Source: an optimization exercise on an open RTL-to-GDS flow (aim: small area, a short achievable clock period and few clock cycles). Production flows keep margins and buffers that such runs may drop. At most, simulation tests tie the RTL to the original design; equivalence was not proved.

before:
## acc_top
module acc_top (
  input  logic        clk,
  input  logic        arst_n,
  input  logic        reg_wr_en,
  input  logic [2:0]  reg_wr_addr,
  input  logic [31:0] reg_wr_data,
  input  logic [2:0]  reg_rd_addr,
  output logic [31:0] reg_rd_data,
  output logic        mem_req,
  output logic [15:0] mem_addr,
  input  logic        mem_gnt,
  input  logic        mem_rvalid,
  input  logic [31:0] mem_rdata,
  output logic        out_valid,
  output logic [31:0] out_data,
  output logic        out_last,
  input  logic        out_credit
);
make LEC_CHECK=0 CAP_MARGIN=20 CORE_MARGIN=2 CORE_UTILIZATION=40 SETUP_SLACK_MARGIN=3.2 SLEW_MARGIN=20 finish   # period 6.0 ns
run.sh (not shown) runs the stock make flow with config.mk's settings and CLKGATE_MAP_FILE= SYNTH_SCRIPT=/design/flow/synth_recipe.tcl, a recipe that flattens the netlist after the stock synthesis.
before went all the way through synthesis, placement and routing and the layout is clean on timing, DRC and antenna.
Input changes introduced in after (baseline for comparison: before):
- SETUP_SLACK_MARGIN now 2.8, was 3.2
- ABC_CLOCK_PERIOD_IN_PS now 3000, previously not set
[summary]
after -> before: number of setup violations in the final report delta 0, exact match
Max peak per-stage delay on the critical path across before and after: after
Of before and after, after shows the higher met3 track utilization from global routing, with before below it.
Of before and after, after shows the lower core utilization of the finished layout, with before above it.
No functional check of the RTL was part of any run of this note.


== PW ==
Another version of the RTL of acc_top (not shown whole).
Size in the first run: ~2400 cells after synthesis, about 440 flip-flops, about 160 I/O pins, roughly 26000 um2 of cells after synthesis.
export LEC_CHECK = 0
export ABC_CLOCK_PERIOD_IN_PS = 3000
export CAP_MARGIN = 20
export CORE_MARGIN = 2
export CORE_UTILIZATION = 65
export SETUP_SLACK_MARGIN = 2.5
export SLEW_MARGIN = 20
create_clock -name core_clock -period 6.0 [get_ports {clk}]
standard.sh (not shown) runs the stock make flow with config.mk's settings and CLKGATE_MAP_FILE= SYNTH_SCRIPT=/design/flow/synth_recipe.tcl, a recipe that flattens the netlist after the stock synthesis.
==> flow/flow/run.sh <==
#!/bin/bash
# The standard layout, with the port buffers made from the smallest buffer
# cell instead of the default pick; repair still resizes them where needed.
set -o pipefail
export BUFFER_PORTS_ARGS="-buffer_cell sky130_fd_sc_hd__buf_1"
bash standard.sh 2>&1 | tee standard.log
Testbench counts of PW, summed over its fixed seeds: cycles 9,964.
--- input diff PW..MS ---
- swapping 2.5 for 2.8 in SETUP_SLACK_MARGIN
- swapping 65 for 40 in CORE_UTILIZATION
- putting CTS_CLUSTER_SIZE at 30 where nothing was set
- putting CTS_BUF_LIST at sky130_fd_sc_hd__clkbuf_8 where nothing was set
==> flow/run.sh (new file) <==
#!/bin/bash
# synth_recipe.tcl (not shown) runs the flow's synth.tcl, then flattens the netlist and writes it again
# the make line also repeats each setting of config.mk as NAME=value (left out here)
make -C /OpenROAD-flow-scripts/flow DESIGN_CONFIG=/design/flow/config.mk WORK_HOME=/design/flow/orfs CLKGATE_MAP_FILE= SYNTH_SCRIPT=/design/flow/synth_recipe.tcl finish
removed: flow/flow/run.sh
removed: flow/standard.sh
- PW and MS all finish clean.
- MS — met2 layer usage reported by global route 13 points lower, PW as reference
- MS ended up with a lower antenna cell count than PW did.
- MS gives less utilization than PW did.
- Against PW, MS comes in 8.0 ps higher on hold slack.
- o22ai_2 as the slowest cell on the critical path was reported by MS, and a221oi_1 by PW.
- Diff PW -> MS: relative area change from synthesis to final layout has increased.
- Via count for MS is higher than for PW.


acc_top, a different RTL version from the one above (not shown whole).
Size: about 2400 cells after synthesis.
clock: 6.0 ns
lec_check: 0
abc_clock_period_in_ps: 3000
cap_margin: 20
core_margin: 2
core_utilization: 40
slew_margin: 20
run.sh (not shown) runs the stock make flow with config.mk's settings and CLKGATE_MAP_FILE= SYNTH_SCRIPT=/design/flow/synth_recipe.tcl, a recipe that flattens the netlist after the stock synthesis.
Stock flow here: none of the scripts above is used.
The starting point went through all stages and came out clean.
Testbench counts at the start, summed over its fixed seeds: cycles 9,964.
Edit:
- SETUP_SLACK_MARGIN: unset -> 2.8
Outcome:
- The new run completed with no timing, DRC or antenna violations
- global-route usage goes up by 1.8 points
- via count climbs by 5.5%
- hold slack loses 0.0051 ns
- routed wire length came out higher by 11%
- clock skew came out higher by 0.0078 ns
- non-clock buffer count came out higher by 165
- setup slack improves by 1.3 ns

## static timing again, ports no longer ideal
The results above use ideal ports. As a check the final layouts listed here were re-extracted and re-timed, cells and wires unchanged.
Step 1 (the two cells are an assumption about what drives the block):
set clk [get_ports {clk}]
set_driving_cell -lib_cell sky130_fd_sc_hd__clkbuf_16 $clk
set_driving_cell -lib_cell sky130_fd_sc_hd__buf_2 [delete_from_list [all_inputs] $clk]
Step 2 adds t to the input delays and takes it off the output delays; t is the mean of the earliest and latest rising clock arrival at the registers after step 1. Input paths then give back, and output paths get back, about the clock's delay inside the block.
Three values: ideal, step 1, step 2; two values: the first two.
| run | shift t [ns] | setup slack, ns | worst setup path after step 2 | cell pins on the clock port's net |
|---|---|---|---|---|
| before | 0.666 | 1.497 / 1.435 / 2.102 | register to output | 1 |
| after | 0.655 | 1.498 / 1.434 / 2.089 | register to output | 1 |
| PW | 0.663 | 2.364 / 2.322 / 2.322 | input to output | 1 |
| MS | 0.726 | 2.458 / 2.396 / 2.396 | input to output | 1 |
| the first run of note 3 | 0.670 | 1.014 / 0.991 / 0.991 | input to output | 1 |
| the second run of note 3 | 0.667 | 2.290 / 2.277 / 2.277 | input to output | 1 |
After both steps every run listed still meets setup and hold. For MS, which loses most, drivers alone change the setup slack by -0.062 ns; drivers and shift together by -0.062 ns.
